Source: an optimization exercise on an open RTL-to-GDS flow (aim: small area). Production flows keep margins and buffers that such runs may drop. Function was checked by simulation only, so behaviour that the tests miss may differ from the original. Power figures rest on the tool's default switching activity, not on a simulated workload.

== v24 ==
==> flow/design.v <==
package hub75_pkg;
  localparam int COLS      = 64;
  localparam int ROW_BITS  = 4;
  localparam int PIX_BITS  = 6;
  localparam int COL_BITS  = 6;
  localparam int CNT_BITS  = 7;
  localparam int LC_BITS   = 16;
  localparam logic [CNT_BITS-1:0] CNT_FULL = 7'd64;
  localparam logic [CNT_BITS-1:0] CNT_MAX  = 7'd127;
  localparam logic [COL_BITS-1:0] COL_LAST = 6'd63;
endpackage
module hub75_edge_sync (
  input  logic clk,
  input  logic rst,
  input  logic din,
  output logic q0,
  output logic q1
);
  always_ff @(posedge clk or posedge rst) begin
    if (rst) begin
      q0 <= 1'b0;
      q1 <= 1'b0;
    end else begin
      q0 <= din;
      q1 <= q0;
    end
  end
endmodule
module hub75_rx (
  input  logic        clk,
  input  logic        rst,
  input  logic        hub_clk,
  input  logic [5:0]  hub_rgb,
  input  logic [3:0]  hub_addr,
  input  logic        hub_lat,
  input  logic        hub_oe,
  output logic        wr_valid,
  input  logic        wr_ready,
  output logic [9:0]  wr_addr,
  output logic [5:0]  wr_data,
  output logic        line_done,
  output logic        len_err,
  output logic        overrun,
  output logic        lit,
  output logic [15:0] line_count
);
  logic cs0, cs1;             
  logic ls0, ls1;             
  logic lat_q;                
  logic [5:0] rgb_h;          
  logic [3:0] addr_h, addr_d; 
  logic [2:0] oe_q;
  logic       lit_q;
  logic [63:0][5:0] sr_q;
  logic [63:0][5:0] dbuf_q;
  logic [6:0] fill_q, snap_fill_q;
  logic [6:0] cnt_q;
  logic [3:0] row_q;
  logic [5:0] col_q;
  logic [15:0] lc_q;
  logic dump_q, done_q;
  logic len_err_q, overrun_q;
  logic shift;
  hub75_edge_sync u_clk_sync (.clk(clk), .rst(rst), .din(hub_clk), .q0(cs0), .q1(cs1));
  hub75_edge_sync u_lat_sync (.clk(clk), .rst(rst), .din(hub_lat), .q0(ls0), .q1(ls1));
  assign shift = cs0 & ~cs1;
  always_ff @(posedge clk or posedge rst) begin
    if (rst) begin
      lat_q     <= 1'b0;
      rgb_h     <= '0;
      addr_h    <= '0;
      oe_q      <= '0;
      lit_q     <= 1'b0;
      fill_q    <= '0;
      cnt_q     <= '0;
      lc_q      <= '0;
      dump_q    <= 1'b0;
      done_q    <= 1'b0;
      len_err_q <= 1'b0;
      overrun_q <= 1'b0;
    end else begin
      lat_q  <= ls0 & ~ls1;
      if (!hub_clk) rgb_h  <= hub_rgb;
      if (!hub_lat) addr_h <= hub_addr;
      oe_q   <= {oe_q[1:0], hub_oe};
      lit_q  <= ~oe_q[2];
      if (shift && !fill_q[6]) fill_q <= fill_q + 1'b1;
      if (lat_q)
        cnt_q <= {6'd0, shift};
      else if (shift && cnt_q != hub75_pkg::CNT_MAX)
        cnt_q <= cnt_q + 1'b1;
      if (lat_q) begin
        if (dump_q || done_q) overrun_q <= 1'b1;
        else if (cnt_q != hub75_pkg::CNT_FULL) len_err_q <= 1'b1;
      end
      done_q <= 1'b0;
      if (done_q) lc_q <= lc_q + 1'b1;
      if (!dump_q && !done_q) begin
        if (lat_q) dump_q <= 1'b1;
      end else if (dump_q && wr_ready && col_q == hub75_pkg::COL_LAST) begin
        dump_q <= 1'b0;
        done_q <= 1'b1;
      end
    end
  end
  always_ff @(posedge clk) begin
    addr_d <= addr_h;
    if (shift) sr_q <= {sr_q[62:0], rgb_h};
    if (lat_q && !dump_q && !done_q) begin
      dbuf_q      <= sr_q;
      row_q       <= addr_d;
      snap_fill_q <= fill_q;
      col_q       <= '0;
    end else if (dump_q && wr_ready) begin
      col_q <= col_q + 1'b1;
    end
  end
  assign wr_valid   = dump_q;
  assign wr_addr    = {row_q, col_q};
  logic [63:0] col_sel;
  logic [5:0]  rd;
  hub75_coldec u_dec (.col(col_q), .en(snap_fill_q[6] || col_q < snap_fill_q[5:0]), .sel(col_sel));
  hub75_rdmux  u_rd  (.sel(col_sel), .d(dbuf_q), .q(rd));
  assign wr_data    = rd;
  assign line_done  = done_q;
  assign len_err    = len_err_q;
  assign overrun    = overrun_q;
  assign lit        = lit_q;
  assign line_count = lc_q;
endmodule
module hub75_coldec (
  input  logic [5:0]  col,
  input  logic        en,
  output logic [63:0] sel
);
  always_comb
    for (int i = 0; i < 64; i++) sel[i] = en && (col == 6'(i));
endmodule
module hub75_rdmux (
  input  logic [63:0]       sel,
  input  logic [63:0][5:0]  d,
  output logic [5:0]        q
);
  logic [5:0][20:0] g_n;
  for (genvar k = 0; k < 21; k++) begin : g_grp
    for (genvar b = 0; b < 6; b++) begin : g_bit
      hub75_aoi222 u_g (
        .s0(sel[3*k]),   .d0(d[3*k][b]),
        .s1(sel[3*k+1]), .d1(d[3*k+1][b]),
        .s2(sel[3*k+2]), .d2(d[3*k+2][b]),
        .y_n(g_n[b][k])
      );
    end
  end
  always_comb
    for (int b = 0; b < 6; b++) q[b] = ~&g_n[b] | (sel[63] & d[63][b]);
endmodule
module hub75_aoi222 (
  input  logic s0, d0, s1, d1, s2, d2,
  output logic y_n
);
  assign y_n = ~((s0 & d0) | (s1 & d1) | (s2 & d2));
endmodule
clock: 6.0 ns
lec_check: 0
cap_margin: 20
core_margin: 2
core_utilization: 70
cts_buf_list: sky130_fd_sc_hd__clkbuf_8
cts_cluster_diameter: 80
cts_cluster_size: 18
gpl_routability_driven: 0
gpl_timing_driven: 0
place_density: 0.85
slew_margin: 20
synth_hierarchical: 1
standard.sh (not shown) runs the stock make flow with config.mk's settings and CLKGATE_MAP_FILE= SYNTH_SCRIPT=/design/flow/synth_recipe.tcl, a recipe that flattens the netlist after the stock synthesis.
==> flow/flow/run.sh <==
#!/bin/bash
# Standard ORFS layout with a leaner clock tree (no CTS dummy loads) and
# minimum-size port buffers. Synthesis is the standard synthesis.
set -euo pipefail
export CTS_ARGS="-sink_clustering_enable -repair_clock_nets -dont_use_dummy_load -buf_list sky130_fd_sc_hd__clkbuf_8 -sink_clustering_size 18 -sink_clustering_max_diameter 80"
export BUFFER_PORTS_ARGS="-buffer_cell sky130_fd_sc_hd__buf_1"
bash standard.sh synth > synth.log 2>&1
bash standard.sh finish > layout.log 2>&1
v24 completed end to end with timing, DRC and antenna clean.
Here is what was changed in the inputs of v18 compared with v24.
- removing GPL_ROUTABILITY_DRIVEN (formerly 0)
- changing PLACE_DENSITY from 0.85 to 0.75
- removing GPL_TIMING_DRIVEN (formerly 0)
- changing CORE_UTILIZATION from 70 to 60
--- outcome ---
Diff v24 -> v18: die height went up about 8%; iteration count of the initial detailed-routing pass went up 1; maximum resistive drop on vdd went down 0.000017 V; post-place instance area went down 290 um2; clock buffer instance count of the final layout held. Worst-margin pin slew, v18 and v24: higher on v18. Between v18 and v24, the difference in area used by sequential logic in the layout is negligible. Of v18 and v24, it is v18 that has the higher width of the chip. v18 vs. v24: setup slack picked up an extra 0.24 ns; combined area of the multi-input logic cells lost about 0.6%.
What v54 does differently from v18 at the input level:
- changing PLACE_DENSITY from 0.75 to 0.85
- changing CORE_UTILIZATION from 60 to 70
Findings:
v54 vs v18 — part of the cycle the worst path needs rose 1.1 points.
Between v18 and v54, total global routing track utilization increased.
The part of the power in the clock network of v54 and that of v18 are within noise of each other.

========
== job 8498 ==
hub75_rx, a different RTL version from the one above (not shown whole).
Size: roughly 1300 cells after synthesis, roughly 840 flip-flops, roughly 53 I/O pins, roughly 29000 µm² of cells after synthesis.
clock: 6.0 ns
lec_check: 0
cap_margin: 20
core_margin: 2
core_utilization: 40
cts_buf_list: sky130_fd_sc_hd__clkbuf_16
cts_cluster_diameter: 50
cts_cluster_size: 30
slew_margin: 20
run.sh (not shown) runs the stock make flow with config.mk's settings and CLKGATE_MAP_FILE= SYNTH_SCRIPT=/design/flow/synth_recipe.tcl, a recipe that flattens the netlist after the stock synthesis.
Stock flow here: none of the scripts above is used.
## Diff of input files: job 9254 against job 8498
# job 8498
export LEC_CHECK = 0
export CAP_MARGIN = 20
export CORE_MARGIN = 2
export CORE_UTILIZATION = 40
export CTS_BUF_LIST = sky130_fd_sc_hd__clkbuf_16
export CTS_CLUSTER_DIAMETER = 50
export CTS_CLUSTER_SIZE = 30
export SLEW_MARGIN = 20
create_clock -name core_clock -period 6.0 [get_ports {clk}]
# job 9254
export LEC_CHECK = 0
export CAP_MARGIN = 20
export CORE_MARGIN = 2
export CORE_UTILIZATION = 40
export SLEW_MARGIN = 20
create_clock -name core_clock -period 6.0 [get_ports {clk}]
### Flow results
Job 9254: all stages complete, timing, DRC and antenna checks passed. On number of vias per cell after detailed routing, job 9254 tracks job 8498 almost exactly. Min share of the clock period used by the worst path across job 9254 and job 8498: job 8498. Re critical path depth: no difference whatsoever between job 9254 and job 8498. Final cell area: job 9254 above job 8498. Job 9254 against job 8498: global-route wire length before repair moved up; post-route met1 wirelength was more or less identical; filler cell count in the final layout moved down. Proportion of power drawn by flip-flops and latches in job 9254 is 3.4 points lower than in job 8498. Job 9254: final total power 7.0% above job 8498. [compare] base=job 8498 new=job 9254: power density of the placed cells up 4.8%; netlist area before placement flat.
[inputs] job 9274 vs job 9254
# job 9254
export LEC_CHECK = 0
export CAP_MARGIN = 20
export CORE_MARGIN = 2
export CORE_UTILIZATION = 40
export SLEW_MARGIN = 20
create_clock -name core_clock -period 6.0 [get_ports {clk}]
# job 9274
export LEC_CHECK = 0
export CAP_MARGIN = 20
export CORE_MARGIN = 2
export CORE_UTILIZATION = 40
export CTS_BUF_LIST = sky130_fd_sc_hd__clkbuf_16
export CTS_CLUSTER_DIAMETER = 60
export CTS_CLUSTER_SIZE = 40
export SLEW_MARGIN = 20
create_clock -name core_clock -period 6.0 [get_ports {clk}]
==> flow/flow/run.sh (new file) <==
#!/bin/bash
# Standard ORFS layout with a leaner clock tree (no CTS dummy loads) and
# minimum-size port buffers. Synthesis is the standard synthesis.
set -euo pipefail
export CTS_ARGS="-sink_clustering_enable -repair_clock_nets -dont_use_dummy_load -buf_list sky130_fd_sc_hd__clkbuf_16 -sink_clustering_size 40 -sink_clustering_max_diameter 60"
export BUFFER_PORTS_ARGS="-buffer_cell sky130_fd_sc_hd__buf_1"
bash standard.sh synth > synth.log 2>&1
bash standard.sh finish > layout.log 2>&1
==> flow/standard.sh (new file) <==
#!/bin/bash
# synth_recipe.tcl (not shown) runs the flow's synth.tcl, then flattens the netlist and writes it again
# the make line also repeats each setting of config.mk as NAME=value (left out here)
make -C /OpenROAD-flow-scripts/flow DESIGN_CONFIG=/design/flow/config.mk WORK_HOME=/design/flow/orfs CLKGATE_MAP_FILE= SYNTH_SCRIPT=/design/flow/synth_recipe.tcl "${@:-finish}"
removed: flow/run.sh
==> comparison <==
Between job 9254 and job 9274, the flow reports amount of wire on met3 after detailed routing decreasing by more than 10%. Count of cells along the worst register-to-register path: job 9274 and job 9254 compared, lower one is job 9254. Minimum hold slack delta (job 9254 -> job 9274): insignificant. The final reports for job 9274 and job 9254 show share of the clock period used by the worst path lower in the former. Compared with job 9254, job 9274 ends up with a smaller final cell area. On worst setup slack, job 9254 loses to job 9274. From job 9254 to job 9274, fraction of registers with async set/reset did not move at all.
### job 9274 -> job 6000
# job 9274
export LEC_CHECK = 0
export CAP_MARGIN = 20
export CORE_MARGIN = 2
export CORE_UTILIZATION = 40
export CTS_BUF_LIST = sky130_fd_sc_hd__clkbuf_16
export CTS_CLUSTER_DIAMETER = 60
export CTS_CLUSTER_SIZE = 40
export SLEW_MARGIN = 20
create_clock -name core_clock -period 6.0 [get_ports {clk}]
# job 6000
export LEC_CHECK = 0
export CAP_MARGIN = 20
export CORE_MARGIN = 2
export CORE_UTILIZATION = 40
export CTS_BUF_LIST = sky130_fd_sc_hd__clkbuf_8
export CTS_CLUSTER_DIAMETER = 40
export CTS_CLUSTER_SIZE = 20
export SLEW_MARGIN = 20
create_clock -name core_clock -period 6.0 [get_ports {clk}]
==> flow/run.sh (new file) <==
#!/bin/bash
# synth_recipe.tcl (not shown) runs the flow's synth.tcl, then flattens the netlist and writes it again
# the make line also repeats each setting of config.mk as NAME=value (left out here)
make -C /OpenROAD-flow-scripts/flow DESIGN_CONFIG=/design/flow/config.mk WORK_HOME=/design/flow/orfs CLKGATE_MAP_FILE= SYNTH_SCRIPT=/design/flow/synth_recipe.tcl finish
removed: flow/flow/run.sh
removed: flow/standard.sh
Findings:
In summary, job 9274 completed successfully, with a layout that passed the timing, DRC and antenna checks. Job 6000 finished every step from synthesis to the final layout, and the layout passed the timing, DRC and antenna checks. Relative to job 9274, the critical-path maximum fanout of job 6000 is lower by 18. Between job 6000 and job 9274, the number of enable flip-flop cells after synthesis does not differ in any meaningful way. On worst reg-to-reg setup slack, job 6000 does better than job 9274. Power share of the sequential group was higher in the run labelled job 9274. Looking at job 6000 and job 9274, the tap cell count is a wash. Cell area | job 6000 vs job 9274 | job 6000 larger.

========
Another version of the RTL of hub75_rx (not shown whole).
Size: about 1,300 cells after synthesis, ~840 flip-flops, roughly 53 I/O pins.
Settings: LEC_CHECK=0, CAP_MARGIN=20, CORE_MARGIN=2, CORE_UTILIZATION=60, CTS_BUF_LIST=sky130_fd_sc_hd__clkbuf_8, CTS_CLUSTER_DIAMETER=80, CTS_CLUSTER_SIZE=18, PLACE_DENSITY=0.75, SLEW_MARGIN=20, SYNTH_HIERARCHICAL=1; clock period 6.0 ns.
standard.sh (not shown) runs the stock make flow with config.mk's settings and CLKGATE_MAP_FILE= SYNTH_SCRIPT=/design/flow/synth_recipe.tcl, a recipe that flattens the netlist after the stock synthesis.
==> flow/flow/run.sh <==
#!/bin/bash
# Standard ORFS layout with a leaner clock tree (no CTS dummy loads) and
# minimum-size port buffers. Synthesis is the standard synthesis.
set -euo pipefail
export CTS_ARGS="-sink_clustering_enable -repair_clock_nets -dont_use_dummy_load -buf_list sky130_fd_sc_hd__clkbuf_8 -sink_clustering_size 18 -sink_clustering_max_diameter 80"
export BUFFER_PORTS_ARGS="-buffer_cell sky130_fd_sc_hd__buf_1"
bash standard.sh synth > synth.log 2>&1
bash standard.sh finish > layout.log 2>&1
Edit:
--- a/flow/config.mk
+++ b/flow/config.mk
@@ -8,9 +8,9 @@
 export CAP_MARGIN = 20
 export CORE_MARGIN = 2
-export CORE_UTILIZATION = 60
+export CORE_UTILIZATION = 70
 export CTS_BUF_LIST = sky130_fd_sc_hd__clkbuf_8
 export CTS_CLUSTER_DIAMETER = 80
 export CTS_CLUSTER_SIZE = 18
-export PLACE_DENSITY = 0.75
+export PLACE_DENSITY = 0.85
 export SLEW_MARGIN = 20
 export SYNTH_HIERARCHICAL = 1
The new run finished with timing, DRC and antenna clean.
Via count is higher by 4.1%.
Routed wire length went up by 5.5%.
Hold slack barely changes.
Setup slack gains 0.13 ns.
Sequential power stays flat.
Clock power is about the same.
Edit:
==> flow/flow/run.sh (replaced) <==
#!/bin/bash
# Standard ORFS layout with a leaner clock tree (no CTS dummy loads) and
# minimum-size port buffers. Synthesis is the standard synthesis.
set -euo pipefail
export CTS_ARGS="-sink_clustering_enable -repair_clock_nets -dont_use_dummy_load -buf_list sky130_fd_sc_hd__clkbuf_8 -sink_clustering_size 16 -sink_clustering_max_diameter 80"
export BUFFER_PORTS_ARGS="-buffer_cell sky130_fd_sc_hd__buf_1"
bash standard.sh synth > synth.log 2>&1
bash standard.sh finish > layout.log 2>&1
--- a/flow/config.mk
+++ b/flow/config.mk
@@ -8,9 +8,8 @@
 export CAP_MARGIN = 20
 export CORE_MARGIN = 2
-export CORE_UTILIZATION = 70
+export CORE_UTILIZATION = 40
 export CTS_BUF_LIST = sky130_fd_sc_hd__clkbuf_8
 export CTS_CLUSTER_DIAMETER = 80
-export CTS_CLUSTER_SIZE = 18
-export PLACE_DENSITY = 0.85
+export CTS_CLUSTER_SIZE = 16
 export SLEW_MARGIN = 20
 export SYNTH_HIERARCHICAL = 1
First-iteration DRC count came out lower by 23%.
Critical path depth came out higher by 1.
Hold slack improved by 0.0036 ns.
Global-route usage came out lower by 11 points.
Design area came out higher by about 2.2%.
Clock power came out higher by about 8%.
Worst setup slack improved by 0.033 ns.
Wire length came out higher by 2.1%.
Utilization came out lower by 31 points.
Power came out higher by about 1.7%.
Count of clock-buffer cells in the layout came out higher by 7.

port drivers added, routing unchanged:
No port has a modelled driver above. Below, the same layouts with a new extraction and two added sets of constraints.
Step 1: set_driving_cell puts a clkbuf_16 on clk and a buf_2 on each other input, an assumption about the parent block.
Step 2 times the ports against the registers' clock, not the clock port: input delays grow and output delays shrink by t, the midpoint of the rising clock arrivals with the driver on.
Slacks: ideal / step 1 / step 2; pairs: ideal / step 1.
run | t (ns) | setup WS [ns] | worst setup path at the end | clock arrival spread, ns
v24 | 0.699 | 0.068 / 0.021 / 0.720 | register to output | 0.057 / 0.057
v18 | 0.708 | 0.310 / 0.260 / 0.968 | register to output | 0.032 / 0.032
v54 | 0.702 | 0.246 / 0.197 / 0.899 | register to output | 0.065 / 0.066
job 8498 | 0.669 | 0.930 / 0.876 / 1.545 | register to output | 0.027 / 0.027
job 9254 | 0.666 | 0.912 / 0.854 / 1.520 | register to output | 0.020 / 0.020
job 9274 | 0.629 | 1.253 / 1.198 / 1.827 | register to output | 0.062 / 0.062
job 6000 | 0.737 | 0.792 / 0.739 / 1.476 | register to output | 0.038 / 0.038
the first run of note 3 | 0.706 | 0.319 / 0.266 / 0.972 | register to output | 0.036 / 0.037
the second run of note 3 | 0.712 | 0.451 / 0.404 / 1.116 | register to output | 0.056 / 0.056
the third run of note 3 | 0.728 | 0.484 / 0.428 / 1.156 | register to output | 0.079 / 0.079
After both steps setup and hold are still met in every run listed.
